Background: an optimization exercise with open tools, aiming at small area, a short achievable clock period and few clock cycles per item. Do not read the settings as production practice.
No functional check of the RTL was part of any run shown here.
Power and IR drop assume default switching activity.

==> flow/design.v (outline; a module is shown in full before it is edited, if it fits) <==
// module mac_fa: 10 lines
// module mac_hai: 8 lines
// module mac_ha: 9 lines
// module wallace_mac: 1978 lines
module wallace_mac (
    input  wire        clk,
    input  wire        arst_n,
    input  wire        req,
    output logic       ack,
    input  wire [15:0] a,
    input  wire [15:0] b,
    input  wire [31:0] acc,
    input  wire        cin,
    output logic [32:0] result
);
  // ...
==> flow/run.sh <==
#!/bin/bash
# synth_recipe.tcl (not shown) runs the flow's synth.tcl, then flattens the netlist and writes it again
# the make line also repeats each setting of config.mk as NAME=value (left out here)
make -C /OpenROAD-flow-scripts/flow DESIGN_CONFIG=/design/flow/config.mk WORK_HOME=/design/flow/orfs CLKGATE_MAP_FILE= SYNTH_SCRIPT=/design/flow/synth_recipe.tcl finish
==> flow/config.mk <==
export PLATFORM = sky130hd
export DESIGN_NAME = wallace_mac
export DESIGN_NICKNAME = wallace_mac
export VERILOG_FILES = /design/flow/design.v
export SDC_FILE = /design/flow/constraint.sdc
export NUM_CORES = 4
export LEC_CHECK = 0
export CAP_MARGIN = 20
export CORE_MARGIN = 2
export CORE_UTILIZATION = 40
export SETUP_SLACK_MARGIN = 2.0
export SLEW_MARGIN = 20
export SYNTH_HIERARCHICAL = 1
export SYNTH_MINIMUM_KEEP_SIZE = 0
==> flow/constraint.sdc <==
create_clock -name core_clock -period 6.0 [get_ports {clk}]
set_input_delay 1.2000 -clock core_clock [delete_from_list [all_inputs] [get_ports {clk}]]
set_output_delay 1.2000 -clock core_clock [all_outputs]
set_load 0.01 [all_outputs]
==> reports/metrics.cfg, run 1 <==
[routing]
top_layer=met4
wl_um=24600

[critical_path]
crit_buf_inv=2
cp-endpoint=r_p0_14
crit_chain=buf_6 > buf_6 > nand2_4 > fa_2 > fa_2 > fa_1 > fa_2 > fa_1 > fa_1 > ha_4
worstSetupPathDepth=10

[pwr]
p_seq_uw=882
power.total_mw=5.83

[sta]
finalSetupViolations=0
worst_slack_ns=1.76
finalCriticalPeriod_ns=4.24
max_freq_mhz=236
tns_ns=0
final-max-slew-violation-count=0

[floorplan]
die-area_mm2=0.0242
taps=285
start_util=0.407
io_pins=102
row_count=55

[placed_design]
post-place-cells=1202
numPortBuffers=101
dpl_cell_area_mm2=0.0107
hpwl_um=19500

[flow_run]
drv_cap=0

[yosys]
ys.flop_type=dfxtp_1
synth_most_common_cell=nand2_1
yosys.area.top_type_share=0.532
syn_inst=877
synthMuxAreaShare=0.00109

[cts]
ctsHtreeMaxLevel=3
path_clk_slew_ns=0.06

[cells_and_area]
insertedDiodeCount=0

[grt]
grt_max_degree=14
busiest_layer=met2
grt_usage=0.218

[outcome]
status=timing/DRC/antenna clean

==> run 2, diff against run 1 <==
--- a/flow/design.v
+++ b/flow/design.v
@@ -21,23 +21,27 @@
     input  wire  y,
     input  wire  z,
     output logic s,
     output logic c
 );
     assign s = x ^ y ^ z;
     assign c = (x & y) | (x & z) | (y & z);
 endmodule
-module mac_hai (
-    input  wire  x,
-    input  wire  y,
-    output logic s,
-    output logic c
-);
-    mac_fa u_fa (.x(x), .y(y), .z(1'b1), .s(s), .c(c));
+module mac_aoi21 (input wire a, input wire b, input wire c, output logic y);
+    assign y = ~((a & b) | c);
+endmodule
+module mac_oai21 (input wire a, input wire b, input wire c, output logic y);
+    assign y = ~((a | b) & c);
+endmodule
+module mac_nand2 (input wire a, input wire b, output logic y);
+    assign y = ~(a & b);
+endmodule
+module mac_nor2 (input wire a, input wire b, output logic y);
+    assign y = ~(a | b);
 endmodule
 module mac_ha (
     input  wire  x,
     input  wire  y,
     output logic s,
     output logic c
 );
     assign s = x ^ y;
@@ -891,17 +895,16 @@
     wire p0_28;
     wire g0_29;
     wire p0_29;
     wire g0_30;
     wire p0_30;
     wire g0_31;
     wire p0_31;
     wire G1_1;
-    wire P1_1;
     wire G1_3;
     wire P1_3;
     wire G1_5;
     wire P1_5;
     wire G1_7;
     wire P1_7;
     wire G1_9;
     wire P1_9;
@@ -923,145 +926,139 @@
     wire P1_25;
     wire G1_27;
     wire P1_27;
     wire G1_29;
     wire P1_29;
     wire G1_31;
     wire P1_31;
     wire G2_2;
-    wire P2_2;
+    wire i_G1_1;
     wire G2_3;
-    wire P2_3;
+    wire i_G1_5;
     wire G2_6;
+    wire i_P1_5;
     wire P2_6;
     wire G2_7;
     wire P2_7;
+    wire i_G1_9;
     wire G2_10;
+    wire i_P1_9;
     wire P2_10;
     wire G2_11;
     wire P2_11;
+    wire i_G1_13;
     wire G2_14;
+    wire i_P1_13;
     wire P2_14;
     wire G2_15;
     wire P2_15;
+    wire i_G1_17;
     wire G2_18;
+    wire i_P1_17;
     wire P2_18;
     wire G2_19;
     wire P2_19;
+    wire i_G1_21;
     wire G2_22;
+    wire i_P1_21;
     wire P2_22;
     wire G2_23;
     wire P2_23;
+    wire i_G1_25;
     wire G2_26;
+    wire i_P1_25;
     wire P2_26;
     wire G2_27;
     wire P2_27;
+    wire i_G1_29;
     wire G2_30;
+    wire i_P1_29;
     wire P2_30;
     wire G2_31;
     wire P2_31;
     wire G3_4;
-    wire P3_4;
+    wire i_G2_3;
     wire G3_5;
-    wire P3_5;
     wire G3_6;
-    wire P3_6;
     wire G3_7;
-    wire P3_7;
     wire G3_12;
     wire P3_12;
+    wire i_G2_11;
     wire G3_13;
+    wire i_P2_11;
     wire P3_13;
     wire G3_14;
     wire P3_14;
     wire G3_15;
     wire P3_15;
     wire G3_20;
     wire P3_20;
+    wire i_G2_19;
     wire G3_21;
+    wire i_P2_19;
     wire P3_21;
     wire G3_22;
     wire P3_22;
     wire G3_23;
     wire P3_23;
     wire G3_28;
     wire P3_28;
+    wire i_G2_27;
     wire G3_29;
+    wire i_P2_27;
     wire P3_29;
     wire G3_30;
     wire P3_30;
     wire G3_31;
     wire P3_31;
+    wire i_G3_7;
     wire G4_8;
-    wire P4_8;
     wire G4_9;
-    wire P4_9;
     wire G4_10;
-    wire P4_10;
     wire G4_11;
-    wire P4_11;
     wire G4_12;
-    wire P4_12;
     wire G4_13;
-    wire P4_13;
     wire G4_14;
-    wire P4_14;
     wire G4_15;
-    wire P4_15;
+    wire i_G3_23;
     wire G4_24;
+    wire i_P3_23;
     wire P4_24;
     wire G4_25;
     wire P4_25;
     wire G4_26;
     wire P4_26;
     wire G4_27;
     wire P4_27;
     wire G4_28;
     wire P4_28;
     wire G4_29;
     wire P4_29;
     wire G4_30;
     wire P4_30;
     wire G4_31;
     wire P4_31;
     wire G5_16;
-    wire P5_16;
+    wire i_G4_15;
     wire G5_17;
-    wire P5_17;
     wire G5_18;
-    wire P5_18;
     wire G5_19;
-    wire P5_19;
     wire G5_20;
-    wire P5_20;
     wire G5_21;
-    wire P5_21;
     wire G5_22;
-    wire P5_22;
     wire G5_23;
-    wire P5_23;
     wire G5_24;
-    wire P5_24;
     wire G5_25;
-    wire P5_25;
     wire G5_26;
-    wire P5_26;
     wire G5_27;
-    wire P5_27;
     wire G5_28;
-    wire P5_28;
     wire G5_29;
-    wire P5_29;
     wire G5_30;
-    wire P5_30;
     wire G5_31;
-    wire P5_31;
-    wire G6_32;
-    wire P6_32;
     wire s_0;
     wire s_1;
     wire s_2;
     wire s_3;
     wire s_4;
     wire s_5;
     wire s_6;
     wire s_7;
@@ -1085,75 +1082,75 @@
     wire s_25;
     wire s_26;
     wire s_27;
     wire s_28;
     wire s_29;
     wire s_30;
     wire s_31;
     wire s_32;
+    logic r_fs_147;
+    logic r_fc_184;
+    logic r_fs_185;
     logic r_fs_149;
     logic r_fc_185;
     logic r_fs_186;
     logic r_fs_151;
     logic r_fc_186;
     logic r_fs_187;
     logic r_fs_153;
     logic r_fc_187;
     logic r_fs_188;
     logic r_fc_153;
     logic r_fs_189;
     logic r_fc_188;
+    logic r_fc_155;
+    logic r_fs_190;
+    logic r_fc_189;
+    logic r_fc_207;
+    logic r_fs_208;
+    logic r_fc_208;
+    logic r_fs_209;
+    logic r_fc_209;
+    logic r_fs_210;
     logic r_fc_210;
     logic r_fs_211;
     logic r_fc_211;
-    logic r_fs_212;
-    logic r_fc_212;
-    logic r_fs_217;
     logic r_fs_218;
-    logic r_fc_217;
     logic r_fs_219;
     logic r_fc_218;
-    logic r_g0_13;
-    logic r_p0_13;
-    logic r_g0_12;
-    logic r_p0_12;
-    logic r_g0_14;
-    logic r_p0_14;
-    logic r_g0_25;
+    logic r_fs_220;
+    logic r_fc_219;
+    logic r_p0_11;
+    logic r_g0_10;
+    logic r_g0_11;
+    logic r_p0_10;
     logic r_p0_25;
-    logic r_g0_24;
-    logic r_p0_24;
-    logic r_G1_11;
-    logic r_P1_11;
+    logic r_g0_25;
     logic r_G1_9;
     logic r_P1_9;
-    logic r_g0_26;
     logic r_p0_26;
-    logic r_G1_27;
+    logic r_g0_26;
     logic r_P1_27;
-    logic r_G2_7;
-    logic r_P2_7;
-    logic r_G2_3;
-    logic r_P2_3;
-    logic r_g0_28;
+    logic r_G1_27;
     logic r_p0_28;
-    logic r_G1_29;
+    logic r_g0_28;
     logic r_P1_29;
-    logic r_G2_30;
+    logic r_G1_29;
     logic r_P2_30;
-    logic r_G2_31;
+    logic r_G2_30;
     logic r_P2_31;
-    logic r_g0_8;
+    logic r_G2_31;
     logic r_p0_8;
-    logic r_G2_10;
+    logic r_i_G3_7;
+    logic r_g0_8;
+    logic r_G3_7;
     logic r_P2_10;
+    logic r_G2_10;
     logic r_p0_9;
-    logic r_p0_10;
-    logic r_p0_11;
     logic r_p0_27;
     logic r_p0_29;
     logic r_p0_30;
     logic r_p0_31;
     logic r_s_0;
     logic r_s_1;
     logic r_s_2;
     logic r_s_3;
@@ -1525,41 +1522,41 @@
     mac_fa u_fa_73 (.x(nacc_5), .y(pp_0_5), .z(pp_1_4), .s(fs_73), .c(fc_73));
     mac_fa u_fa_74 (.x(nacc_6), .y(pp_0_6), .z(pp_1_5), .s(fs_74), .c(fc_74));
     mac_fa u_fa_75 (.x(pp_2_4), .y(pp_3_3), .z(pp_4_2), .s(fs_75), .c(fc_75));
     mac_fa u_fa_76 (.x(nacc_7), .y(pp_0_7), .z(pp_1_6), .s(fs_76), .c(fc_76));
     mac_fa u_fa_77 (.x(pp_2_5), .y(pp_3_4), .z(pp_4_3), .s(fs_77), .c(fc_77));
     mac_fa u_fa_78 (.x(pp_5_2), .y(pp_6_1), .z(pp_7_0), .s(fs_78), .c(fc_78));
     mac_fa u_fa_79 (.x(pp_2_6), .y(pp_3_5), .z(pp_4_4), .s(fs_79), .c(fc_79));
     mac_fa u_fa_80 (.x(pp_5_3), .y(pp_6_2), .z(pp_7_1), .s(fs_80), .c(fc_80));
-    mac_hai u_ha_1 (.x(pp_8_0), .y(fs_21), .s(hs_1), .c(hc_1));
+    mac_fa u_ha_1 (.x(pp_8_0), .y(fs_21), .z(1'b1), .s(hs_1), .c(hc_1));
     mac_fa u_fa_81 (.x(pp_5_4), .y(pp_6_3), .z(pp_7_2), .s(fs_81), .c(fc_81));
     mac_fa u_fa_82 (.x(pp_8_1), .y(pp_9_0), .z(fc_21), .s(fs_82), .c(fc_82));
-    mac_hai u_ha_2 (.x(fs_22), .y(fs_23), .s(hs_2), .c(hc_2));
+    mac_fa u_ha_2 (.x(fs_22), .y(fs_23), .z(1'b1), .s(hs_2), .c(hc_2));
     mac_fa u_fa_83 (.x(pp_8_2), .y(pp_9_1), .z(pp_10_0), .s(fs_83), .c(fc_83));
     mac_fa u_fa_84 (.x(fc_22), .y(fc_23), .z(fs_24), .s(fs_84), .c(fc_84));
-    mac_hai u_ha_3 (.x(fs_25), .y(fs_26), .s(hs_3), .c(hc_3));
+    mac_fa u_ha_3 (.x(fs_25), .y(fs_26), .z(1'b1), .s(hs_3), .c(hc_3));
     mac_fa u_fa_85 (.x(pp_11_0), .y(fc_24), .z(fc_25), .s(fs_85), .c(fc_85));
     mac_fa u_fa_86 (.x(fc_26), .y(fs_27), .z(fs_28), .s(fs_86), .c(fc_86));
-    mac_hai u_ha_4 (.x(fs_29), .y(fs_30), .s(hs_4), .c(hc_4));
+    mac_fa u_ha_4 (.x(fs_29), .y(fs_30), .z(1'b1), .s(hs_4), .c(hc_4));
     mac_fa u_fa_87 (.x(fc_27), .y(fc_28), .z(fc_29), .s(fs_87), .c(fc_87));
     mac_fa u_fa_88 (.x(fc_30), .y(fs_31), .z(fs_32), .s(fs_88), .c(fc_88));
-    mac_hai u_ha_5 (.x(fs_33), .y(fs_34), .s(hs_5), .c(hc_5));
+    mac_fa u_ha_5 (.x(fs_33), .y(fs_34), .z(1'b1), .s(hs_5), .c(hc_5));
     mac_fa u_fa_89 (.x(fc_31), .y(fc_32), .z(fc_33), .s(fs_89), .c(fc_89));
     mac_fa u_fa_90 (.x(fs_35), .y(fs_36), .z(fs_37), .s(fs_90), .c(fc_90));
-    mac_hai u_ha_6 (.x(fc_34), .y(fs_38), .s(hs_6), .c(hc_6));
+    mac_fa u_ha_6 (.x(fc_34), .y(fs_38), .z(1'b1), .s(hs_6), .c(hc_6));
     mac_fa u_fa_91 (.x(fc_35), .y(fc_36), .z(fc_37), .s(fs_91), .c(fc_91));
     mac_fa u_fa_92 (.x(fs_39), .y(fs_40), .z(fc_38), .s(fs_92), .c(fc_92));
-    mac_hai u_ha_7 (.x(fs_41), .y(fs_42), .s(hs_7), .c(hc_7));
+    mac_fa u_ha_7 (.x(fs_41), .y(fs_42), .z(1'b1), .s(hs_7), .c(hc_7));
     mac_fa u_fa_93 (.x(fc_39), .y(fc_40), .z(fs_43), .s(fs_93), .c(fc_93));
     mac_fa u_fa_94 (.x(fs_44), .y(fc_41), .z(fc_42), .s(fs_94), .c(fc_94));
-    mac_hai u_ha_8 (.x(fs_45), .y(fs_46), .s(hs_8), .c(hc_8));
+    mac_fa u_ha_8 (.x(fs_45), .y(fs_46), .z(1'b1), .s(hs_8), .c(hc_8));
     mac_fa u_fa_95 (.x(fc_43), .y(fs_47), .z(fc_44), .s(fs_95), .c(fc_95));
     mac_fa u_fa_96 (.x(fc_45), .y(fc_46), .z(fs_48), .s(fs_96), .c(fc_96));
-    mac_hai u_ha_9 (.x(fs_49), .y(fs_50), .s(hs_9), .c(hc_9));
+    mac_fa u_ha_9 (.x(fs_49), .y(fs_50), .z(1'b1), .s(hs_9), .c(hc_9));
     mac_fa u_fa_97 (.x(fc_47), .y(fs_51), .z(fs_52), .s(fs_97), .c(fc_97));
     mac_fa u_fa_98 (.x(fs_17), .y(fc_48), .z(fc_49), .s(fs_98), .c(fc_98));
     mac_fa u_fa_99 (.x(fc_50), .y(fs_53), .z(fs_54), .s(fs_99), .c(fc_99));
     mac_fa u_fa_100 (.x(fc_51), .y(fc_52), .z(fs_55), .s(fs_100), .c(fc_100));
     mac_fa u_fa_101 (.x(fs_56), .y(fs_19), .z(fs_57), .s(fs_101), .c(fc_101));
     mac_fa u_fa_102 (.x(fc_53), .y(fc_54), .z(fs_58), .s(fs_102), .c(fc_102));
     mac_fa u_fa_103 (.x(fc_55), .y(fc_56), .z(fs_59), .s(fs_103), .c(fc_103));
     mac_fa u_fa_104 (.x(fs_60), .y(fs_61), .z(fs_20), .s(fs_104), .c(fc_104));
@@ -1581,21 +1578,21 @@
     mac_fa u_fa_120 (.x(pp_14_10), .y(pp_15_9), .z(fc_72), .s(fs_120), .c(fc_120));
     mac_fa u_fa_121 (.x(nacc_25), .y(pp_10_15), .z(pp_11_14), .s(fs_121), .c(fc_121));
     mac_fa u_fa_122 (.x(pp_12_13), .y(pp_13_12), .z(pp_14_11), .s(fs_122), .c(fc_122));
     mac_fa u_fa_123 (.x(nacc_26), .y(pp_11_15), .z(pp_12_14), .s(fs_123), .c(fc_123));
     mac_fa u_fa_124 (.x(nacc_3), .y(pp_0_3), .z(pp_1_2), .s(fs_124), .c(fc_124));
     mac_fa u_fa_125 (.x(nacc_4), .y(pp_0_4), .z(pp_1_3), .s(fs_125), .c(fc_125));
     mac_fa u_fa_126 (.x(pp_2_2), .y(pp_3_1), .z(pp_4_0), .s(fs_126), .c(fc_126));
     mac_fa u_fa_127 (.x(pp_2_3), .y(pp_3_2), .z(pp_4_1), .s(fs_127), .c(fc_127));
-    mac_hai u_ha_10 (.x(pp_5_0), .y(fs_73), .s(hs_10), .c(hc_10));
+    mac_fa u_ha_10 (.x(pp_5_0), .y(fs_73), .z(1'b1), .s(hs_10), .c(hc_10));
     mac_fa u_fa_128 (.x(pp_5_1), .y(pp_6_0), .z(fc_73), .s(fs_128), .c(fc_128));
-    mac_hai u_ha_11 (.x(fs_74), .y(fs_75), .s(hs_11), .c(hc_11));
+    mac_fa u_ha_11 (.x(fs_74), .y(fs_75), .z(1'b1), .s(hs_11), .c(hc_11));
     mac_fa u_fa_129 (.x(fc_74), .y(fc_75), .z(fs_76), .s(fs_129), .c(fc_129));
-    mac_hai u_ha_12 (.x(fs_77), .y(fs_78), .s(hs_12), .c(hc_12));
+    mac_fa u_ha_12 (.x(fs_77), .y(fs_78), .z(1'b1), .s(hs_12), .c(hc_12));
     mac_fa u_fa_130 (.x(fc_76), .y(fc_77), .z(fc_78), .s(fs_130), .c(fc_130));
     mac_fa u_fa_131 (.x(fs_79), .y(fs_80), .z(hs_1), .s(fs_131), .c(fc_131));
     mac_fa u_fa_132 (.x(fc_79), .y(fc_80), .z(fs_81), .s(fs_132), .c(fc_132));
     mac_fa u_fa_133 (.x(hc_1), .y(hs_2), .z(fs_82), .s(fs_133), .c(fc_133));
     mac_fa u_fa_134 (.x(fc_81), .y(fs_83), .z(hc_2), .s(fs_134), .c(fc_134));
     mac_fa u_fa_135 (.x(hs_3), .y(fc_82), .z(fs_84), .s(fs_135), .c(fc_135));
     mac_fa u_fa_136 (.x(fc_83), .y(hc_3), .z(hs_4), .s(fs_136), .c(fc_136));
     mac_fa u_fa_137 (.x(fc_84), .y(fs_85), .z(fs_86), .s(fs_137), .c(fc_137));
@@ -1657,32 +1654,30 @@
     mac_fa u_fa_193 (.x(fc_160), .y(fs_162), .z(fs_163), .s(fs_193), .c(fc_193));
     mac_fa u_fa_194 (.x(fc_162), .y(fs_164), .z(fs_165), .s(fs_194), .c(fc_194));
     mac_fa u_fa_195 (.x(fs_166), .y(fc_164), .z(fs_167), .s(fs_195), .c(fc_195));
     mac_fa u_fa_196 (.x(fc_166), .y(fs_168), .z(fs_169), .s(fs_196), .c(fc_196));
     mac_fa u_fa_197 (.x(pp_15_13), .y(fc_168), .z(fs_170), .s(fs_197), .c(fc_197));
     mac_fa u_fa_198 (.x(nacc_29), .y(pp_14_15), .z(pp_15_14), .s(fs_198), .c(fc_198));
     mac_fa u_fa_199 (.x(nacc_0), .y(ncin), .z(pp_0_0), .s(fs_199), .c(fc_199));
     mac_fa u_fa_200 (.x(nacc_1), .y(pp_0_1), .z(pp_1_0), .s(fs_200), .c(fc_200));
-    mac_hai u_ha_13 (.x(pp_2_0), .y(fs_171), .s(hs_13), .c(hc_13));
-    mac_hai u_ha_14 (.x(fc_171), .y(fs_172), .s(hs_14), .c(hc_14));
-    mac_hai u_ha_15 (.x(fc_172), .y(fs_173), .s(hs_15), .c(hc_15));
+    mac_fa u_ha_13 (.x(pp_2_0), .y(fs_171), .z(1'b1), .s(hs_13), .c(hc_13));
+    mac_fa u_ha_14 (.x(fc_171), .y(fs_172), .z(1'b1), .s(hs_14), .c(hc_14));
+    mac_fa u_ha_15 (.x(fc_172), .y(fs_173), .z(1'b1), .s(hs_15), .c(hc_15));
     mac_fa u_fa_201 (.x(hs_10), .y(fc_173), .z(fs_174), .s(fs_201), .c(fc_201));
     mac_fa u_fa_202 (.x(fs_128), .y(fc_174), .z(fs_175), .s(fs_202), .c(fc_202));
     mac_fa u_fa_203 (.x(fs_129), .y(fc_175), .z(fs_176), .s(fs_203), .c(fc_203));
     mac_fa u_fa_204 (.x(fs_131), .y(fc_176), .z(fs_177), .s(fs_204), .c(fc_204));
     mac_fa u_fa_205 (.x(fs_133), .y(fc_177), .z(fs_178), .s(fs_205), .c(fc_205));
     mac_fa u_fa_206 (.x(fs_135), .y(fc_178), .z(fs_179), .s(fs_206), .c(fc_206));
     mac_fa u_fa_207 (.x(fs_137), .y(fc_179), .z(fs_180), .s(fs_207), .c(fc_207));
     mac_fa u_fa_208 (.x(fs_139), .y(fc_180), .z(fs_181), .s(fs_208), .c(fc_208));
     mac_fa u_fa_209 (.x(fs_141), .y(fc_181), .z(fs_182), .s(fs_209), .c(fc_209));
     mac_fa u_fa_210 (.x(fs_143), .y(fc_182), .z(fs_183), .s(fs_210), .c(fc_210));
     mac_fa u_fa_211 (.x(fs_145), .y(fc_183), .z(fs_184), .s(fs_211), .c(fc_211));
-    mac_fa u_fa_212 (.x(fs_147), .y(fc_184), .z(fs_185), .s(fs_212), .c(fc_212));
-    mac_fa u_fa_217 (.x(fc_155), .y(fs_190), .z(fc_189), .s(fs_217), .c(fc_217));
     mac_fa u_fa_218 (.x(fc_157), .y(fs_191), .z(fc_190), .s(fs_218), .c(fc_218));
     mac_fa u_fa_219 (.x(fs_161), .y(fs_192), .z(fc_191), .s(fs_219), .c(fc_219));
     mac_fa u_fa_220 (.x(fc_161), .y(fs_193), .z(fc_192), .s(fs_220), .c(fc_220));
     mac_fa u_fa_221 (.x(fc_163), .y(fs_194), .z(fc_193), .s(fs_221), .c(fc_221));
     mac_fa u_fa_222 (.x(fc_165), .y(fs_195), .z(fc_194), .s(fs_222), .c(fc_222));
     mac_fa u_fa_223 (.x(fc_167), .y(fs_196), .z(fc_195), .s(fs_223), .c(fc_223));
     mac_fa u_fa_224 (.x(fc_169), .y(fs_197), .z(fc_196), .s(fs_224), .c(fc_224));
     mac_fa u_fa_225 (.x(fs_198), .y(fc_170), .z(fc_197), .s(fs_225), .c(fc_225));
@@ -1705,323 +1700,318 @@
     assign g0_8 = fc_203 & fs_204;
     assign p0_8 = fc_203 ^ fs_204;
     assign g0_9 = fc_204 & fs_205;
     assign p0_9 = fc_204 ^ fs_205;
     assign g0_10 = fc_205 & fs_206;
     assign p0_10 = fc_205 ^ fs_206;
     assign g0_11 = fc_206 & fs_207;
     assign p0_11 = fc_206 ^ fs_207;
-    assign g0_12 = fc_207 & fs_208;
-    assign p0_12 = fc_207 ^ fs_208;
-    assign g0_13 = fc_208 & fs_209;
-    assign p0_13 = fc_208 ^ fs_209;
-    assign g0_14 = fc_209 & fs_210;
-    assign p0_14 = fc_209 ^ fs_210;
-    assign g0_24 = fs_220 & fc_219;
-    assign p0_24 = fs_220 ^ fc_219;
     assign g0_25 = fs_221 & fc_220;
     assign p0_25 = fs_221 ^ fc_220;
     assign g0_26 = fs_222 & fc_221;
     assign p0_26 = fs_222 ^ fc_221;
     assign g0_27 = fs_223 & fc_222;
     assign p0_27 = fs_223 ^ fc_222;
     assign g0_28 = fs_224 & fc_223;
     assign p0_28 = fs_224 ^ fc_223;
     assign g0_29 = fs_225 & fc_224;
     assign p0_29 = fs_225 ^ fc_224;
     assign g0_30 = fs_226 & fc_225;
     assign p0_30 = fs_226 ^ fc_225;
     assign g0_31 = nacc_31 & fc_226;
     assign p0_31 = nacc_31 ^ fc_226;
     assign G1_1 = g0_1 | (p0_1 & 1'b1);
-    assign P1_1 = p0_1 & p0_0;
-    assign G1_3 = g0_3 | (p0_3 & g0_2);
-    assign P1_3 = p0_3 & p0_2;
-    assign G1_5 = g0_5 | (p0_5 & g0_4);
-    assign P1_5 = p0_5 & p0_4;
-    assign G1_7 = g0_7 | (p0_7 & g0_6);
-    assign P1_7 = p0_7 & p0_6;
-    assign G1_9 = g0_9 | (p0_9 & g0_8);
-    assign P1_9 = p0_9 & p0_8;
-    assign G1_11 = g0_11 | (p0_11 & g0_10);
-    assign P1_11 = p0_11 & p0_10;
-    assign G1_27 = g0_27 | (p0_27 & g0_26);
-    assign P1_27 = p0_27 & p0_26;
-    assign G1_29 = g0_29 | (p0_29 & g0_28);
-    assign P1_29 = p0_29 & p0_28;
-    assign G1_31 = g0_31 | (p0_31 & g0_30);
-    assign P1_31 = p0_31 & p0_30;
-    assign G2_2 = g0_2 | (p0_2 & G1_1);
-    assign P2_2 = p0_2 & P1_1;
-    assign G2_3 = G1_3 | (P1_3 & G1_1);
-    assign P2_3 = P1_3 & P1_1;
-    assign G2_6 = g0_6 | (p0_6 & G1_5);
-    assign P2_6 = p0_6 & P1_5;
-    assign G2_7 = G1_7 | (P1_7 & G1_5);
-    assign P2_7 = P1_7 & P1_5;
-    assign G2_10 = g0_10 | (p0_10 & G1_9);
-    assign P2_10 = p0_10 & P1_9;
-    assign G2_30 = g0_30 | (p0_30 & G1_29);
-    assign P2_30 = p0_30 & P1_29;
-    assign G2_31 = G1_31 | (P1_31 & G1_29);
-    assign P2_31 = P1_31 & P1_29;
-    assign G3_4 = g0_4 | (p0_4 & G2_3);
-    assign P3_4 = p0_4 & P2_3;
-    assign G3_5 = G1_5 | (P1_5 & G2_3);
-    assign P3_5 = P1_5 & P2_3;
-    assign G3_6 = G2_6 | (P2_6 & G2_3);
-    assign P3_6 = P2_6 & P2_3;
+    mac_aoi21 u_G1_3 (.a(p0_3), .b(g0_2), .c(g0_3), .y(G1_3));
+    mac_nand2 u_P1_3 (.a(p0_3), .b(p0_2), .y(P1_3));
+    mac_aoi21 u_G1_5 (.a(p0_5), .b(g0_4), .c(g0_5), .y(G1_5));
+    mac_nand2 u_P1_5 (.a(p0_5), .b(p0_4), .y(P1_5));
+    mac_aoi21 u_G1_7 (.a(p0_7), .b(g0_6), .c(g0_7), .y(G1_7));
+    mac_nand2 u_P1_7 (.a(p0_7), .b(p0_6), .y(P1_7));
+    mac_aoi21 u_G1_9 (.a(p0_9), .b(g0_8), .c(g0_9), .y(G1_9));
+    mac_nand2 u_P1_9 (.a(p0_9), .b(p0_8), .y(P1_9));
+    mac_aoi21 u_G1_27 (.a(p0_27), .b(g0_26), .c(g0_27), .y(G1_27));
+    mac_nand2 u_P1_27 (.a(p0_27), .b(p0_26), .y(P1_27));
+    mac_aoi21 u_G1_29 (.a(p0_29), .b(g0_28), .c(g0_29), .y(G1_29));
+    mac_nand2 u_P1_29 (.a(p0_29), .b(p0_28), .y(P1_29));
+    mac_aoi21 u_G1_31 (.a(p0_31), .b(g0_30), .c(g0_31), .y(G1_31));
+    mac_nand2 u_P1_31 (.a(p0_31), .b(p0_30), .y(P1_31));
+    mac_aoi21 u_G2_2 (.a(p0_2), .b(G1_1), .c(g0_2), .y(G2_2));
+    assign i_G1_1 = ~G1_1;
+    mac_oai21 u_G2_3 (.a(P1_3), .b(i_G1_1), .c(G1_3), .y(G2_3));
+    assign i_G1_5 = ~G1_5;
+    mac_aoi21 u_G2_6 (.a(p0_6), .b(i_G1_5), .c(g0_6), .y(G2_6));
+    assign i_P1_5 = ~P1_5;
+    mac_nand2 u_P2_6 (.a(p0_6), .b(i_P1_5), .y(P2_6));
+    mac_oai21 u_G2_7 (.a(P1_7), .b(G1_5), .c(G1_7), .y(G2_7));
+    mac_nor2 u_P2_7 (.a(P1_7), .b(P1_5), .y(P2_7));
+    assign i_G1_9 = ~G1_9;
+    mac_aoi21 u_G2_10 (.a(p0_10), .b(i_G1_9), .c(g0_10), .y(G2_10));
+    assign i_P1_9 = ~P1_9;
+    mac_nand2 u_P2_10 (.a(p0_10), .b(i_P1_9), .y(P2_10));
+    assign i_G1_29 = ~G1_29;
+    mac_aoi21 u_G2_30 (.a(p0_30), .b(i_G1_29), .c(g0_30), .y(G2_30));
+    assign i_P1_29 = ~P1_29;
+    mac_nand2 u_P2_30 (.a(p0_30), .b(i_P1_29), .y(P2_30));
+    mac_oai21 u_G2_31 (.a(P1_31), .b(G1_29), .c(G1_31), .y(G2_31));
+    mac_nor2 u_P2_31 (.a(P1_31), .b(P1_29), .y(P2_31));
+    mac_aoi21 u_G3_4 (.a(p0_4), .b(G2_3), .c(g0_4), .y(G3_4));
+    assign i_G2_3 = ~G2_3;
+    mac_oai21 u_G3_5 (.a(P1_5), .b(i_G2_3), .c(G1_5), .y(G3_5));
+    mac_oai21 u_G3_6 (.a(P2_6), .b(i_G2_3), .c(G2_6), .y(G3_6));
+    mac_aoi21 u_G3_7 (.a(P2_7), .b(G2_3), .c(G2_7), .y(G3_7));
+    assign i_G3_7 = ~G3_7;
     assign s_0 = ~(p0_0 ^ 1'b1);
     assign s_1 = ~(p0_1 ^ 1'b1);
     assign s_2 = ~(p0_2 ^ G1_1);
-    assign s_3 = ~(p0_3 ^ G2_2);
+    assign s_3 = p0_3 ^ G2_2;
     assign s_4 = ~(p0_4 ^ G2_3);
-    assign s_5 = ~(p0_5 ^ G3_4);
+    assign s_5 = p0_5 ^ G3_4;
     assign s_6 = ~(p0_6 ^ G3_5);
     assign s_7 = ~(p0_7 ^ G3_6);
     always_ff @(posedge clk) begin
+        r_fs_147 <= fs_147;
+        r_fc_184 <= fc_184;
+        r_fs_185 <= fs_185;
         r_fs_149 <= fs_149;
         r_fc_185 <= fc_185;
         r_fs_186 <= fs_186;
         r_fs_151 <= fs_151;
         r_fc_186 <= fc_186;
         r_fs_187 <= fs_187;
         r_fs_153 <= fs_153;
         r_fc_187 <= fc_187;
         r_fs_188 <= fs_188;
         r_fc_153 <= fc_153;
         r_fs_189 <= fs_189;
         r_fc_188 <= fc_188;
+        r_fc_155 <= fc_155;
+        r_fs_190 <= fs_190;
+        r_fc_189 <= fc_189;
+        r_fc_207 <= fc_207;
+        r_fs_208 <= fs_208;
+        r_fc_208 <= fc_208;
+        r_fs_209 <= fs_209;
+        r_fc_209 <= fc_209;
+        r_fs_210 <= fs_210;
         r_fc_210 <= fc_210;
         r_fs_211 <= fs_211;
         r_fc_211 <= fc_211;
-        r_fs_212 <= fs_212;
-        r_fc_212 <= fc_212;
-        r_fs_217 <= fs_217;
         r_fs_218 <= fs_218;
-        r_fc_217 <= fc_217;
         r_fs_219 <= fs_219;
         r_fc_218 <= fc_218;
-        r_g0_13 <= g0_13;
-        r_p0_13 <= p0_13;
-        r_g0_12 <= g0_12;
-        r_p0_12 <= p0_12;
-        r_g0_14 <= g0_14;
-        r_p0_14 <= p0_14;
-        r_g0_25 <= g0_25;
+        r_fs_220 <= fs_220;
+        r_fc_219 <= fc_219;
+        r_p0_11 <= p0_11;
+        r_g0_10 <= g0_10;
+        r_g0_11 <= g0_11;
+        r_p0_10 <= p0_10;
         r_p0_25 <= p0_25;
-        r_g0_24 <= g0_24;
-        r_p0_24 <= p0_24;
-        r_G1_11 <= G1_11;
-        r_P1_11 <= P1_11;
+        r_g0_25 <= g0_25;
         r_G1_9 <= G1_9;
         r_P1_9 <= P1_9;
-        r_g0_26 <= g0_26;
         r_p0_26 <= p0_26;
-        r_G1_27 <= G1_27;
+        r_g0_26 <= g0_26;
         r_P1_27 <= P1_27;
-        r_G2_7 <= G2_7;
-        r_P2_7 <= P2_7;
-        r_G2_3 <= G2_3;
-        r_P2_3 <= P2_3;
-        r_g0_28 <= g0_28;
+        r_G1_27 <= G1_27;
         r_p0_28 <= p0_28;
-        r_G1_29 <= G1_29;
+        r_g0_28 <= g0_28;
         r_P1_29 <= P1_29;
-        r_G2_30 <= G2_30;
+        r_G1_29 <= G1_29;
         r_P2_30 <= P2_30;
-        r_G2_31 <= G2_31;
+        r_G2_30 <= G2_30;
         r_P2_31 <= P2_31;
-        r_g0_8 <= g0_8;
+        r_G2_31 <= G2_31;
         r_p0_8 <= p0_8;
-        r_G2_10 <= G2_10;
+        r_i_G3_7 <= i_G3_7;
+        r_g0_8 <= g0_8;
+        r_G3_7 <= G3_7;
         r_P2_10 <= P2_10;
+        r_G2_10 <= G2_10;
         r_p0_9 <= p0_9;
-        r_p0_10 <= p0_10;
-        r_p0_11 <= p0_11;
         r_p0_27 <= p0_27;
         r_p0_29 <= p0_29;
         r_p0_30 <= p0_30;
         r_p0_31 <= p0_31;
         r_s_0 <= s_0;
         r_s_1 <= s_1;
         r_s_2 <= s_2;
         r_s_3 <= s_3;
         r_s_4 <= s_4;
         r_s_5 <= s_5;
         r_s_6 <= s_6;
         r_s_7 <= s_7;
     end
+    mac_fa u_fa_212 (.x(r_fs_147), .y(r_fc_184), .z(r_fs_185), .s(fs_212), .c(fc_212));
     mac_fa u_fa_213 (.x(r_fs_149), .y(r_fc_185), .z(r_fs_186), .s(fs_213), .c(fc_213));
     mac_fa u_fa_214 (.x(r_fs_151), .y(r_fc_186), .z(r_fs_187), .s(fs_214), .c(fc_214));
     mac_fa u_fa_215 (.x(r_fs_153), .y(r_fc_187), .z(r_fs_188), .s(fs_215), .c(fc_215));
     mac_fa u_fa_216 (.x(r_fc_153), .y(r_fs_189), .z(r_fc_188), .s(fs_216), .c(fc_216));
+    mac_fa u_fa_217 (.x(r_fc_155), .y(r_fs_190), .z(r_fc_189), .s(fs_217), .c(fc_217));
+    assign g0_12 = r_fc_207 & r_fs_208;
+    assign p0_12 = r_fc_207 ^ r_fs_208;
+    assign g0_13 = r_fc_208 & r_fs_209;
+    assign p0_13 = r_fc_208 ^ r_fs_209;
+    assign g0_14 = r_fc_209 & r_fs_210;
+    assign p0_14 = r_fc_209 ^ r_fs_210;
     assign g0_15 = r_fc_210 & r_fs_211;
     assign p0_15 = r_fc_210 ^ r_fs_211;
-    assign g0_16 = r_fc_211 & r_fs_212;
-    assign p0_16 = r_fc_211 ^ r_fs_212;
-    assign g0_17 = r_fc_212 & fs_213;
-    assign p0_17 = r_fc_212 ^ fs_213;
+    assign g0_16 = r_fc_211 & fs_212;
+    assign p0_16 = r_fc_211 ^ fs_212;
+    assign g0_17 = fc_212 & fs_213;
+    assign p0_17 = fc_212 ^ fs_213;
     assign g0_18 = fc_213 & fs_214;
     assign p0_18 = fc_213 ^ fs_214;
     assign g0_19 = fc_214 & fs_215;
     assign p0_19 = fc_214 ^ fs_215;
     assign g0_20 = fs_216 & fc_215;
     assign p0_20 = fs_216 ^ fc_215;
-    assign g0_21 = r_fs_217 & fc_216;
-    assign p0_21 = r_fs_217 ^ fc_216;
-    assign g0_22 = r_fs_218 & r_fc_217;
-    assign p0_22 = r_fs_218 ^ r_fc_217;
+    assign g0_21 = fs_217 & fc_216;
+    assign p0_21 = fs_217 ^ fc_216;
+    assign g0_22 = r_fs_218 & fc_217;
+    assign p0_22 = r_fs_218 ^ fc_217;
     assign g0_23 = r_fs_219 & r_fc_218;
     assign p0_23 = r_fs_219 ^ r_fc_218;
-    assign G1_13 = r_g0_13 | (r_p0_13 & r_g0_12);
-    assign P1_13 = r_p0_13 & r_p0_12;
-    assign G1_15 = g0_15 | (p0_15 & r_g0_14);
-    assign P1_15 = p0_15 & r_p0_14;
-    assign G1_17 = g0_17 | (p0_17 & g0_16);
-    assign P1_17 = p0_17 & p0_16;
-    assign G1_19 = g0_19 | (p0_19 & g0_18);
-    assign P1_19 = p0_19 & p0_18;
-    assign G1_21 = g0_21 | (p0_21 & g0_20);
-    assign P1_21 = p0_21 & p0_20;
-    assign G1_23 = g0_23 | (p0_23 & g0_22);
-    assign P1_23 = p0_23 & p0_22;
-    assign G1_25 = r_g0_25 | (r_p0_25 & r_g0_24);
-    assign P1_25 = r_p0_25 & r_p0_24;
-    assign G2_11 = r_G1_11 | (r_P1_11 & r_G1_9);
-    assign P2_11 = r_P1_11 & r_P1_9;
-    assign G2_14 = r_g0_14 | (r_p0_14 & G1_13);
-    assign P2_14 = r_p0_14 & P1_13;
-    assign G2_15 = G1_15 | (P1_15 & G1_13);
-    assign P2_15 = P1_15 & P1_13;
-    assign G2_18 = g0_18 | (p0_18 & G1_17);
-    assign P2_18 = p0_18 & P1_17;
-    assign G2_19 = G1_19 | (P1_19 & G1_17);
-    assign P2_19 = P1_19 & P1_17;
-    assign G2_22 = g0_22 | (p0_22 & G1_21);
-    assign P2_22 = p0_22 & P1_21;
-    assign G2_23 = G1_23 | (P1_23 & G1_21);
-    assign P2_23 = P1_23 & P1_21;
-    assign G2_26 = r_g0_26 | (r_p0_26 & G1_25);
-    assign P2_26 = r_p0_26 & P1_25;
-    assign G2_27 = r_G1_27 | (r_P1_27 & G1_25);
-    assign P2_27 = r_P1_27 & P1_25;
-    assign G3_7 = r_G2_7 | (r_P2_7 & r_G2_3);
-    assign P3_7 = r_P2_7 & r_P2_3;
-    assign G3_12 = r_g0_12 | (r_p0_12 & G2_11);
-    assign P3_12 = r_p0_12 & P2_11;
-    assign G3_13 = G1_13 | (P1_13 & G2_11);
-    assign P3_13 = P1_13 & P2_11;
-    assign G3_14 = G2_14 | (P2_14 & G2_11);
-    assign P3_14 = P2_14 & P2_11;
-    assign G3_15 = G2_15 | (P2_15 & G2_11);
-    assign P3_15 = P2_15 & P2_11;
-    assign G3_20 = g0_20 | (p0_20 & G2_19);
-    assign P3_20 = p0_20 & P2_19;
-    assign G3_21 = G1_21 | (P1_21 & G2_19);
-    assign P3_21 = P1_21 & P2_19;
-    assign G3_22 = G2_22 | (P2_22 & G2_19);
-    assign P3_22 = P2_22 & P2_19;
-    assign G3_23 = G2_23 | (P2_23 & G2_19);
-    assign P3_23 = P2_23 & P2_19;
-    assign G3_28 = r_g0_28 | (r_p0_28 & G2_27);
-    assign P3_28 = r_p0_28 & P2_27;
-    assign G3_29 = r_G1_29 | (r_P1_29 & G2_27);
-    assign P3_29 = r_P1_29 & P2_27;
-    assign G3_30 = r_G2_30 | (r_P2_30 & G2_27);
-    assign P3_30 = r_P2_30 & P2_27;
-    assign G3_31 = r_G2_31 | (r_P2_31 & G2_27);
-    assign P3_31 = r_P2_31 & P2_27;
-    assign G4_8 = r_g0_8 | (r_p0_8 & G3_7);
-    assign P4_8 = r_p0_8 & P3_7;
-    assign G4_9 = r_G1_9 | (r_P1_9 & G3_7);
-    assign P4_9 = r_P1_9 & P3_7;
-    assign G4_10 = r_G2_10 | (r_P2_10 & G3_7);
-    assign P4_10 = r_P2_10 & P3_7;
-    assign G4_11 = G2_11 | (P2_11 & G3_7);
-    assign P4_11 = P2_11 & P3_7;
-    assign G4_12 = G3_12 | (P3_12 & G3_7);
-    assign P4_12 = P3_12 & P3_7;
-    assign G4_13 = G3_13 | (P3_13 & G3_7);
-    assign P4_13 = P3_13 & P3_7;
-    assign G4_14 = G3_14 | (P3_14 & G3_7);
-    assign P4_14 = P3_14 & P3_7;
-    assign G4_15 = G3_15 | (P3_15 & G3_7);
-    assign P4_15 = P3_15 & P3_7;
-    assign G4_24 = r_g0_24 | (r_p0_24 & G3_23);
-    assign P4_24 = r_p0_24 & P3_23;
-    assign G4_25 = G1_25 | (P1_25 & G3_23);
-    assign P4_25 = P1_25 & P3_23;
-    assign G4_26 = G2_26 | (P2_26 & G3_23);
-    assign P4_26 = P2_26 & P3_23;
-    assign G4_27 = G2_27 | (P2_27 & G3_23);
-    assign P4_27 = P2_27 & P3_23;
-    assign G4_28 = G3_28 | (P3_28 & G3_23);
-    assign P4_28 = P3_28 & P3_23;
-    assign G4_29 = G3_29 | (P3_29 & G3_23);
-    assign P4_29 = P3_29 & P3_23;
-    assign G4_30 = G3_30 | (P3_30 & G3_23);
-    assign P4_30 = P3_30 & P3_23;
-    assign G4_31 = G3_31 | (P3_31 & G3_23);
-    assign P4_31 = P3_31 & P3_23;
-    assign G5_16 = g0_16 | (p0_16 & G4_15);
-    assign P5_16 = p0_16 & P4_15;
-    assign G5_17 = G1_17 | (P1_17 & G4_15);
-    assign P5_17 = P1_17 & P4_15;
-    assign G5_18 = G2_18 | (P2_18 & G4_15);
-    assign P5_18 = P2_18 & P4_15;
-    assign G5_19 = G2_19 | (P2_19 & G4_15);
-    assign P5_19 = P2_19 & P4_15;
-    assign G5_20 = G3_20 | (P3_20 & G4_15);
-    assign P5_20 = P3_20 & P4_15;
-    assign G5_21 = G3_21 | (P3_21 & G4_15);
-    assign P5_21 = P3_21 & P4_15;
-    assign G5_22 = G3_22 | (P3_22 & G4_15);
-    assign P5_22 = P3_22 & P4_15;
-    assign G5_23 = G3_23 | (P3_23 & G4_15);
-    assign P5_23 = P3_23 & P4_15;
-    assign G5_24 = G4_24 | (P4_24 & G4_15);
-    assign P5_24 = P4_24 & P4_15;
-    assign G5_25 = G4_25 | (P4_25 & G4_15);
-    assign P5_25 = P4_25 & P4_15;
-    assign G5_26 = G4_26 | (P4_26 & G4_15);
-    assign P5_26 = P4_26 & P4_15;
-    assign G5_27 = G4_27 | (P4_27 & G4_15);
-    assign P5_27 = P4_27 & P4_15;
-    assign G5_28 = G4_28 | (P4_28 & G4_15);
-    assign P5_28 = P4_28 & P4_15;
-    assign G5_29 = G4_29 | (P4_29 & G4_15);
-    assign P5_29 = P4_29 & P4_15;
-    assign G5_30 = G4_30 | (P4_30 & G4_15);
-    assign P5_30 = P4_30 & P4_15;
-    assign G5_31 = G4_31 | (P4_31 & G4_15);
-    assign P5_31 = P4_31 & P4_15;
-    assign G6_32 = 1'b1 | (1'b0 & G5_31);
-    assign P6_32 = 1'b0 & P5_31;
-    assign s_8 = ~(r_p0_8 ^ G3_7);
-    assign s_9 = ~(r_p0_9 ^ G4_8);
+    assign g0_24 = r_fs_220 & r_fc_219;
+    assign p0_24 = r_fs_220 ^ r_fc_219;
+    mac_aoi21 u_G1_11 (.a(r_p0_11), .b(r_g0_10), .c(r_g0_11), .y(G1_11));
+    mac_nand2 u_P1_11 (.a(r_p0_11), .b(r_p0_10), .y(P1_11));
+    mac_aoi21 u_G1_13 (.a(p0_13), .b(g0_12), .c(g0_13), .y(G1_13));
+    mac_nand2 u_P1_13 (.a(p0_13), .b(p0_12), .y(P1_13));
+    mac_aoi21 u_G1_15 (.a(p0_15), .b(g0_14), .c(g0_15), .y(G1_15));
+    mac_nand2 u_P1_15 (.a(p0_15), .b(p0_14), .y(P1_15));
+    mac_aoi21 u_G1_17 (.a(p0_17), .b(g0_16), .c(g0_17), .y(G1_17));
+    mac_nand2 u_P1_17 (.a(p0_17), .b(p0_16), .y(P1_17));
+    mac_aoi21 u_G1_19 (.a(p0_19), .b(g0_18), .c(g0_19), .y(G1_19));
+    mac_nand2 u_P1_19 (.a(p0_19), .b(p0_18), .y(P1_19));
+    mac_aoi21 u_G1_21 (.a(p0_21), .b(g0_20), .c(g0_21), .y(G1_21));
+    mac_nand2 u_P1_21 (.a(p0_21), .b(p0_20), .y(P1_21));
+    mac_aoi21 u_G1_23 (.a(p0_23), .b(g0_22), .c(g0_23), .y(G1_23));
+    mac_nand2 u_P1_23 (.a(p0_23), .b(p0_22), .y(P1_23));
+    mac_aoi21 u_G1_25 (.a(r_p0_25), .b(g0_24), .c(r_g0_25), .y(G1_25));
+    mac_nand2 u_P1_25 (.a(r_p0_25), .b(p0_24), .y(P1_25));
+    mac_oai21 u_G2_11 (.a(P1_11), .b(r_G1_9), .c(G1_11), .y(G2_11));
+    mac_nor2 u_P2_11 (.a(P1_11), .b(r_P1_9), .y(P2_11));
+    assign i_G1_13 = ~G1_13;
+    mac_aoi21 u_G2_14 (.a(p0_14), .b(i_G1_13), .c(g0_14), .y(G2_14));
+    assign i_P1_13 = ~P1_13;
+    mac_nand2 u_P2_14 (.a(p0_14), .b(i_P1_13), .y(P2_14));
+    mac_oai21 u_G2_15 (.a(P1_15), .b(G1_13), .c(G1_15), .y(G2_15));
+    mac_nor2 u_P2_15 (.a(P1_15), .b(P1_13), .y(P2_15));
+    assign i_G1_17 = ~G1_17;
+    mac_aoi21 u_G2_18 (.a(p0_18), .b(i_G1_17), .c(g0_18), .y(G2_18));
+    assign i_P1_17 = ~P1_17;
+    mac_nand2 u_P2_18 (.a(p0_18), .b(i_P1_17), .y(P2_18));
+    mac_oai21 u_G2_19 (.a(P1_19), .b(G1_17), .c(G1_19), .y(G2_19));
+    mac_nor2 u_P2_19 (.a(P1_19), .b(P1_17), .y(P2_19));
+    assign i_G1_21 = ~G1_21;
+    mac_aoi21 u_G2_22 (.a(p0_22), .b(i_G1_21), .c(g0_22), .y(G2_22));
+    assign i_P1_21 = ~P1_21;
+    mac_nand2 u_P2_22 (.a(p0_22), .b(i_P1_21), .y(P2_22));
+    mac_oai21 u_G2_23 (.a(P1_23), .b(G1_21), .c(G1_23), .y(G2_23));
+    mac_nor2 u_P2_23 (.a(P1_23), .b(P1_21), .y(P2_23));
+    assign i_G1_25 = ~G1_25;
+    mac_aoi21 u_G2_26 (.a(r_p0_26), .b(i_G1_25), .c(r_g0_26), .y(G2_26));
+    assign i_P1_25 = ~P1_25;
+    mac_nand2 u_P2_26 (.a(r_p0_26), .b(i_P1_25), .y(P2_26));
+    mac_oai21 u_G2_27 (.a(r_P1_27), .b(G1_25), .c(r_G1_27), .y(G2_27));
+    mac_nor2 u_P2_27 (.a(r_P1_27), .b(P1_25), .y(P2_27));
+    mac_aoi21 u_G3_12 (.a(p0_12), .b(G2_11), .c(g0_12), .y(G3_12));
+    mac_nand2 u_P3_12 (.a(p0_12), .b(P2_11), .y(P3_12));
+    assign i_G2_11 = ~G2_11;
+    mac_oai21 u_G3_13 (.a(P1_13), .b(i_G2_11), .c(G1_13), .y(G3_13));
+    assign i_P2_11 = ~P2_11;
+    mac_nor2 u_P3_13 (.a(P1_13), .b(i_P2_11), .y(P3_13));
+    mac_oai21 u_G3_14 (.a(P2_14), .b(i_G2_11), .c(G2_14), .y(G3_14));
+    mac_nor2 u_P3_14 (.a(P2_14), .b(i_P2_11), .y(P3_14));
+    mac_aoi21 u_G3_15 (.a(P2_15), .b(G2_11), .c(G2_15), .y(G3_15));
+    mac_nand2 u_P3_15 (.a(P2_15), .b(P2_11), .y(P3_15));
+    mac_aoi21 u_G3_20 (.a(p0_20), .b(G2_19), .c(g0_20), .y(G3_20));
+    mac_nand2 u_P3_20 (.a(p0_20), .b(P2_19), .y(P3_20));
+    assign i_G2_19 = ~G2_19;
+    mac_oai21 u_G3_21 (.a(P1_21), .b(i_G2_19), .c(G1_21), .y(G3_21));
+    assign i_P2_19 = ~P2_19;
+    mac_nor2 u_P3_21 (.a(P1_21), .b(i_P2_19), .y(P3_21));
+    mac_oai21 u_G3_22 (.a(P2_22), .b(i_G2_19), .c(G2_22), .y(G3_22));
+    mac_nor2 u_P3_22 (.a(P2_22), .b(i_P2_19), .y(P3_22));
+    mac_aoi21 u_G3_23 (.a(P2_23), .b(G2_19), .c(G2_23), .y(G3_23));
+    mac_nand2 u_P3_23 (.a(P2_23), .b(P2_19), .y(P3_23));
+    mac_aoi21 u_G3_28 (.a(r_p0_28), .b(G2_27), .c(r_g0_28), .y(G3_28));
+    mac_nand2 u_P3_28 (.a(r_p0_28), .b(P2_27), .y(P3_28));
+    assign i_G2_27 = ~G2_27;
+    mac_oai21 u_G3_29 (.a(r_P1_29), .b(i_G2_27), .c(r_G1_29), .y(G3_29));
+    assign i_P2_27 = ~P2_27;
+    mac_nor2 u_P3_29 (.a(r_P1_29), .b(i_P2_27), .y(P3_29));
+    mac_oai21 u_G3_30 (.a(r_P2_30), .b(i_G2_27), .c(r_G2_30), .y(G3_30));
+    mac_nor2 u_P3_30 (.a(r_P2_30), .b(i_P2_27), .y(P3_30));
+    mac_aoi21 u_G3_31 (.a(r_P2_31), .b(G2_27), .c(r_G2_31), .y(G3_31));
+    mac_nand2 u_P3_31 (.a(r_P2_31), .b(P2_27), .y(P3_31));
+    mac_aoi21 u_G4_8 (.a(r_p0_8), .b(r_i_G3_7), .c(r_g0_8), .y(G4_8));
+    mac_oai21 u_G4_9 (.a(r_P1_9), .b(r_G3_7), .c(r_G1_9), .y(G4_9));
+    mac_oai21 u_G4_10 (.a(r_P2_10), .b(r_G3_7), .c(r_G2_10), .y(G4_10));
+    mac_aoi21 u_G4_11 (.a(P2_11), .b(r_i_G3_7), .c(G2_11), .y(G4_11));
+    mac_oai21 u_G4_12 (.a(P3_12), .b(r_G3_7), .c(G3_12), .y(G4_12));
+    mac_aoi21 u_G4_13 (.a(P3_13), .b(r_i_G3_7), .c(G3_13), .y(G4_13));
+    mac_aoi21 u_G4_14 (.a(P3_14), .b(r_i_G3_7), .c(G3_14), .y(G4_14));
+    mac_oai21 u_G4_15 (.a(P3_15), .b(r_G3_7), .c(G3_15), .y(G4_15));
+    assign i_G3_23 = ~G3_23;
+    mac_aoi21 u_G4_24 (.a(p0_24), .b(i_G3_23), .c(g0_24), .y(G4_24));
+    assign i_P3_23 = ~P3_23;
+    mac_nand2 u_P4_24 (.a(p0_24), .b(i_P3_23), .y(P4_24));
+    mac_oai21 u_G4_25 (.a(P1_25), .b(G3_23), .c(G1_25), .y(G4_25));
+    mac_nor2 u_P4_25 (.a(P1_25), .b(P3_23), .y(P4_25));
+    mac_oai21 u_G4_26 (.a(P2_26), .b(G3_23), .c(G2_26), .y(G4_26));
+    mac_nor2 u_P4_26 (.a(P2_26), .b(P3_23), .y(P4_26));
+    mac_aoi21 u_G4_27 (.a(P2_27), .b(i_G3_23), .c(G2_27), .y(G4_27));
+    mac_nand2 u_P4_27 (.a(P2_27), .b(i_P3_23), .y(P4_27));
+    mac_oai21 u_G4_28 (.a(P3_28), .b(G3_23), .c(G3_28), .y(G4_28));
+    mac_nor2 u_P4_28 (.a(P3_28), .b(P3_23), .y(P4_28));
+    mac_aoi21 u_G4_29 (.a(P3_29), .b(i_G3_23), .c(G3_29), .y(G4_29));
+    mac_nand2 u_P4_29 (.a(P3_29), .b(i_P3_23), .y(P4_29));
+    mac_aoi21 u_G4_30 (.a(P3_30), .b(i_G3_23), .c(G3_30), .y(G4_30));
+    mac_nand2 u_P4_30 (.a(P3_30), .b(i_P3_23), .y(P4_30));
+    mac_oai21 u_G4_31 (.a(P3_31), .b(G3_23), .c(G3_31), .y(G4_31));
+    mac_nor2 u_P4_31 (.a(P3_31), .b(P3_23), .y(P4_31));
+    mac_aoi21 u_G5_16 (.a(p0_16), .b(G4_15), .c(g0_16), .y(G5_16));
+    assign i_G4_15 = ~G4_15;
+    mac_oai21 u_G5_17 (.a(P1_17), .b(i_G4_15), .c(G1_17), .y(G5_17));
+    mac_oai21 u_G5_18 (.a(P2_18), .b(i_G4_15), .c(G2_18), .y(G5_18));
+    mac_aoi21 u_G5_19 (.a(P2_19), .b(G4_15), .c(G2_19), .y(G5_19));
+    mac_oai21 u_G5_20 (.a(P3_20), .b(i_G4_15), .c(G3_20), .y(G5_20));
+    mac_aoi21 u_G5_21 (.a(P3_21), .b(G4_15), .c(G3_21), .y(G5_21));
+    mac_aoi21 u_G5_22 (.a(P3_22), .b(G4_15), .c(G3_22), .y(G5_22));
+    mac_oai21 u_G5_23 (.a(P3_23), .b(i_G4_15), .c(G3_23), .y(G5_23));
+    mac_oai21 u_G5_24 (.a(P4_24), .b(i_G4_15), .c(G4_24), .y(G5_24));
+    mac_aoi21 u_G5_25 (.a(P4_25), .b(G4_15), .c(G4_25), .y(G5_25));
+    mac_aoi21 u_G5_26 (.a(P4_26), .b(G4_15), .c(G4_26), .y(G5_26));
+    mac_oai21 u_G5_27 (.a(P4_27), .b(i_G4_15), .c(G4_27), .y(G5_27));
+    mac_aoi21 u_G5_28 (.a(P4_28), .b(G4_15), .c(G4_28), .y(G5_28));
+    mac_oai21 u_G5_29 (.a(P4_29), .b(i_G4_15), .c(G4_29), .y(G5_29));
+    mac_oai21 u_G5_30 (.a(P4_30), .b(i_G4_15), .c(G4_30), .y(G5_30));
+    mac_aoi21 u_G5_31 (.a(P4_31), .b(G4_15), .c(G4_31), .y(G5_31));
+    assign s_8 = r_p0_8 ^ r_G3_7;
+    assign s_9 = r_p0_9 ^ G4_8;
     assign s_10 = ~(r_p0_10 ^ G4_9);
     assign s_11 = ~(r_p0_11 ^ G4_10);
-    assign s_12 = ~(r_p0_12 ^ G4_11);
-    assign s_13 = ~(r_p0_13 ^ G4_12);
-    assign s_14 = ~(r_p0_14 ^ G4_13);
-    assign s_15 = ~(p0_15 ^ G4_14);
+    assign s_12 = p0_12 ^ G4_11;
+    assign s_13 = ~(p0_13 ^ G4_12);
+    assign s_14 = p0_14 ^ G4_13;
+    assign s_15 = p0_15 ^ G4_14;
     assign s_16 = ~(p0_16 ^ G4_15);
-    assign s_17 = ~(p0_17 ^ G5_16);
+    assign s_17 = p0_17 ^ G5_16;
     assign s_18 = ~(p0_18 ^ G5_17);
     assign s_19 = ~(p0_19 ^ G5_18);
-    assign s_20 = ~(p0_20 ^ G5_19);
+    assign s_20 = p0_20 ^ G5_19;
     assign s_21 = ~(p0_21 ^ G5_20);
-    assign s_22 = ~(p0_22 ^ G5_21);
-    assign s_23 = ~(p0_23 ^ G5_22);
-    assign s_24 = ~(r_p0_24 ^ G5_23);
+    assign s_22 = p0_22 ^ G5_21;
+    assign s_23 = p0_23 ^ G5_22;
+    assign s_24 = ~(p0_24 ^ G5_23);
     assign s_25 = ~(r_p0_25 ^ G5_24);
-    assign s_26 = ~(r_p0_26 ^ G5_25);
-    assign s_27 = ~(r_p0_27 ^ G5_26);
+    assign s_26 = r_p0_26 ^ G5_25;
+    assign s_27 = r_p0_27 ^ G5_26;
     assign s_28 = ~(r_p0_28 ^ G5_27);
-    assign s_29 = ~(r_p0_29 ^ G5_28);
+    assign s_29 = r_p0_29 ^ G5_28;
     assign s_30 = ~(r_p0_30 ^ G5_29);
     assign s_31 = ~(r_p0_31 ^ G5_30);
-    assign s_32 = ~(1'b0 ^ G5_31);
+    assign s_32 = 1'b0 ^ G5_31;
     assign result = {s_32, s_31, s_30, s_29, s_28, s_27, s_26, s_25, s_24, s_23, s_22, s_21, s_20, s_19, s_18, s_17, s_16, s_15, s_14, s_13, s_12, s_11, s_10, s_9, s_8, r_s_7, r_s_6, r_s_5, r_s_4, r_s_3, r_s_2, r_s_1, r_s_0};
 endmodule
 `default_nettype wire
==> flow/flow/run.sh (new file) <==
#!/bin/bash
# The standard layout (the standard.sh: ORFS synthesis and place and route,
# unchanged), except that the port buffers that global placement inserts on
# every input and output use a plain buffer cell rather than the delay cell
# the resizer would pick by default.
set -euo pipefail
export BUFFER_PORTS_ARGS="-buffer_cell ${PORT_BUFFER:-sky130_fd_sc_hd__buf_2}"
bash standard.sh > standard_flow.log 2>&1
==> flow/standard.sh (new file) <==
#!/bin/bash
# synth_recipe.tcl (not shown) runs the flow's synth.tcl, then flattens the netlist and writes it again
# the make line also repeats each setting of config.mk as NAME=value (left out here)
make -C /OpenROAD-flow-scripts/flow DESIGN_CONFIG=/design/flow/config.mk WORK_HOME=/design/flow/orfs CLKGATE_MAP_FILE= SYNTH_SCRIPT=/design/flow/synth_recipe.tcl "${@:-finish}"
==> flow/config.mk (replaced) <==
export PLATFORM = sky130hd
export DESIGN_NAME = wallace_mac
export DESIGN_NICKNAME = wallace_mac
export VERILOG_FILES = /design/flow/design.v
export SDC_FILE = /design/flow/constraint.sdc
export NUM_CORES = 4
export LEC_CHECK = 0
export CAP_MARGIN = 20
export CORE_MARGIN = 2
export CORE_UTILIZATION = 40
export CTS_BUF_LIST = sky130_fd_sc_hd__clkbuf_8
export SETUP_SLACK_MARGIN = 2.0
export SLEW_MARGIN = 20
export SYNTH_HIERARCHICAL = 1
export SYNTH_MINIMUM_KEEP_SIZE = 0
removed: flow/run.sh
==> reports/metrics.cfg, run 2 <==
[routing]
drt_iter0_drc=298  ; was 438
num_vias=6436  ; was 6345
drc=0  ; unchanged
wl_per_cell_um=18.2  ; was 19.4 µm
wl_um=23700  ; was 24600 µm
postRouteAntennaNets=0  ; unchanged
drtPass1Iterations=5  ; was 7
avgViaCountPerCell=4.94  ; was 5.01

[yosys]
syn_avg_cell_area_um2=10.8  ; was 10.5 µm²
synth_top_family_by_area=adder cells  ; unchanged
yosys_warnings=7  ; unchanged
syn_area_mm2=0.00991  ; was 0.00918 mm²
synthSimpleGateAreaFrac=0.120  ; was 0.129
yosys.area.top_type_share=0.487  ; was 0.532
synthArstFlopShare=0.0139  ; was 0.0141
synthMuxAreaShare=0  ; was 0.00109
synth_top_area_cell=fa_1  ; unchanged
ys.flop_type=dfxtp_1  ; unchanged
synth-xor-area-share=0.0265  ; was 0.0219
synthAdderAreaFrac=0.527  ; was 0.576
syn_inst=919  ; was 877
synth_commonest_cells=nand2_1 (272), fa_1 (241), dfxtp_1 (71), buf_6 (62), inv_1 (62)  ; was nand2_1 (266), fa_1 (244), dfxtp_1 (70), clkbuf_1 (59), inv_1 (48)
synth_most_common_cell=nand2_1  ; unchanged
synth_compound_area_frac=0.0577  ; was 0.0378
synth-edff-count=0  ; unchanged
yosysUniqueCellTypes=16  ; was 39
synth_area_leaders=fa_1 (49%), dfxtp_1 (14%), nand2_1 (10%)  ; was fa_1 (53%), dfxtp_1 (15%), nand2_1 (11%)
ys_seq_elements=72  ; was 71
yosysSeqAreaShare=0.146  ; was 0.155

[floorplan]
die_w_um=161  ; was 155 µm
io_pins=102  ; unchanged
core-area_mm2=0.0243  ; was 0.0226 mm²
start_util=0.408  ; was 0.407
row_count=57  ; was 55
die-area_mm2=0.0261  ; was 0.0242 mm²
chipHeight_um=161  ; was 155 µm

[pwr]
switching_power_mw=2.76  ; was 2.46 mW
leakage_nw=4.24  ; was 4.70 nW
pwr-share-clk=0.070  ; was 0.084
internal_power_mw=3.05  ; was 3.37 mW
p_per_area_mw_per_mm2=530  ; was 491 mW/mm²
swShare=0.475  ; was 0.422
power.total_mw=5.81  ; was 5.83 mW
power_frac_seq=0.151  ; about the same
vdd_ir_drop_max_mv=0.302  ; was 0.289 mV
comb_power_share=0.779  ; was 0.764

[grt]
grt_pass1_wl_um=38000  ; was 39400 µm
grt_max_degree=17  ; was 14
use_met3=0.0480  ; was 0.0682
busiest_layer=met2  ; unchanged
grt-ovfl-total=0  ; unchanged
antenna_found_initial=0  ; unchanged
grtUsageMet1=0.254  ; was 0.282
grt_use_met2=0.314  ; was 0.360
grt_pass1_vias=7012  ; was 7267
grt_usage=0.192  ; was 0.218

[placed_design]
numPortBuffers=101  ; unchanged
dpl_cell_area_mm2=0.0101  ; was 0.0107 mm²
routabilityCongestion=0.844  ; was 0.867
hpwl_um=18300  ; was 19500 µm

[cells_and_area]
nets=1314  ; was 1321
layout-drive-gt1-share=0.277  ; was 0.328
fin_area_mm2=0.0110  ; was 0.0119 mm²
final_common_cell=nand2_1  ; unchanged
insertedDiodeCount=0  ; unchanged
mostFrequentLayoutCells=nand2_1 (258), fa_1 (209), buf_2 (72)  ; was nand2_1 (228), fa_1 (160), fa_2 (84)
area_growth_pct=10.5  ; was 29.3%

[sta]
finalCriticalPeriod_ns=4.05  ; was 4.24 ns
finalHoldViolations=0  ; unchanged
fin_crit_sh=0.675  ; was 0.707
tns_ns=0  ; unchanged
final-max-slew-violation-count=0  ; unchanged
rsz0062_at_grt=true  ; unchanged
finalSetupViolations=0  ; unchanged
max_freq_mhz=247  ; was 236 MHz

[cts]
cts_buffers=9  ; unchanged
path_clk_slew_ns=0.08  ; was 0.06 ns
clk_path_buf_depth=2  ; unchanged
ctsHtreeMaxLevel=3  ; unchanged
cts.sinks=72  ; was 71
ctsRootBufferMaster=clkbuf_8  ; was clkbuf_16
cts_tree=built  ; unchanged

[critical_path]
cp-end-kind=flip-flop  ; unchanged
start_kind=input pin  ; unchanged
required_ns=6.25  ; was 6.24 ns
path_max_fanout=12  ; was 2
crit_arrival_ns=4.30  ; was 4.48 ns
criticalPathCategory=in -> reg  ; unchanged

[outcome]
status=timing/DRC/antenna clean  ; unchanged

[flow_run]
drv_cap=0  ; unchanged

[worst_hold_path]
hold_class=in -> async  ; unchanged

run 2: changes by cell type in the layout (fill, tap and decap cells not counted), sizes merged, moves of 4 or more:
cell / before / now
o21ai: 7 / 32
dlymetal6s2s: 4 / 0
clkdlybuf4s50: 43 / 0
a21o: 13 / 0
nand2: 266 / 288
and3: 4 / 0
a21oi: 15 / 47
dlygate4sd2: 11 / 0
xnor2: 8 / 15
nor3: 4 / 0
inv: 48 / 63
and2: 5 / 0
nor2: 8 / 17
run 2: worst paths after layout:
path | end | slack [ns] | from | cells after the start
max | r_fs_211 | 1.95 | b[8] | 9
min | ack | 0.58 | arst_n | 1
max in group asynchronous | ack | 5.34 | arst_n | 1
min in group core_clock | ack | 0.93 | req | 1
run 2: per-layer routing:
| layer | up-vias | share of wire |
|---|---|---|
| met5 | - | 0 |
| met4 | 0 | 0.017 |
| met3 | 28 | 0.084 |
| met2 | 276 | 0.50 |
| met1 | 3317 | 0.40 |
| li1 | 2815 | - |
run 2: per-module statistics from Yosys, one instance, submodules excluded:
module,cell area (µm²),cells inside,flops+latches,times used
wallace_mac,4330,550,72,1
mac_nor2,3.75,1,0,17
mac_aoi21,8.76,1,0,47
mac_nand2,3.75,1,0,32
mac_fa,20.0,1,0,241
mac_oai21,5.00,1,0,32
run 2: power groups by stage:
stage                     combinational (mW)  sequential (mW)  clock [mW]
after floorplan                         3.51            0.860           0
after global placement                  4.00            0.895           0
after detailed placement                4.06            0.896           0
after CTS                               4.26            0.884       0.422
after global routing                    5.07            0.906       0.441
final                                   4.52            0.877       0.410
run 2: kinds of logic (layout without fill, tap and decap cells):
family,Yosys count,in the layout
xor gates and xnor gates,30,30
AOI/OAI and AO/OA,79,79
other,1,15
adders and majority gates,273,273
and+or+nand+nor,305,305
buffers and inverters,159,204
DFF,72,72
run 2: what timing repair did:
action,CTS,global route
gates resized for setup,82,44
endpoints found under the setup margin,26,24
hold buffers,0,0
buffers inserted,14,10
pin swaps,20,21
run 2: cell type report:
| cell class | count | area, µm² |
|---|---|---|
| sequential | 72 | 1450 |
| tap | 324 | 405 |
| inverter | 62 | 236 |
| clock buffer | 9 | 124 |
| multi-input combinational | 702 | 7630 |
| clock inverter | 7 | 80.1 |
| fill | 2284 | 13400 |
| timing repair buffer | 126 | 1030 |
run 2: metrics by stage:
| step | hold slack (ns) | setup slack, ns | util | cells |
|---|---|---|---|---|
| final | 0.582 | 1.95 | 0.451 | 1302 |
| after CTS | 0.566 | 1.96 | 0.439 | 1292 |
| after detailed placement | 0.976 | 1.19 | 0.413 | 1262 |
| after global routing | 0.565 | 1.85 | 0.451 | 1302 |
| after global placement | 0.974 | 1.25 | 0.413 | 1262 |
| after floorplan | 0.904 | 1.79 | - | 933 |
run 2: worst max-delay path, stage by stage:
cell and delay [ns]:
buf_12 0.09, buf_8 0.13, nand2_1 0.07, fa_1 0.47
fa_1 0.55, fa_2 0.46, fa_2 0.35, fa_1 0.56
fa_1 0.41

[afterwards: timing with drivers on the ports]
In the flow no input, the clock included, has a driving cell. The finished layouts below were timed again as built, in two steps. Step 1: set_driving_cell puts a clkbuf_16 on clk and a buf_2 on each other input, an assumption about the parent block. Step 2, shift: input delay + t, output delay - t, t = (earliest + latest rising clock arrival at the registers) / 2. This alone moves slack from input paths to output paths. a / b / c = ideal ports / drivers / drivers and shift; a / b = the first two.
run	t, ns	slack for setup (ns)	hold slack, ns	worst setup path after step 2	cell pins on the clock port's net
run 1	0.391	1.756 / 1.731 / 1.340	0.993 / 0.971 / 1.362	input to register	1
run 2	0.416	1.951 / 1.918 / 1.501	0.582 / 0.561 / 0.977	input to register	1
After both steps every run listed still meets setup and hold. The setup slack of run 2, which loses most, moves by -0.033 ns with the drivers and by -0.450 ns with both steps.
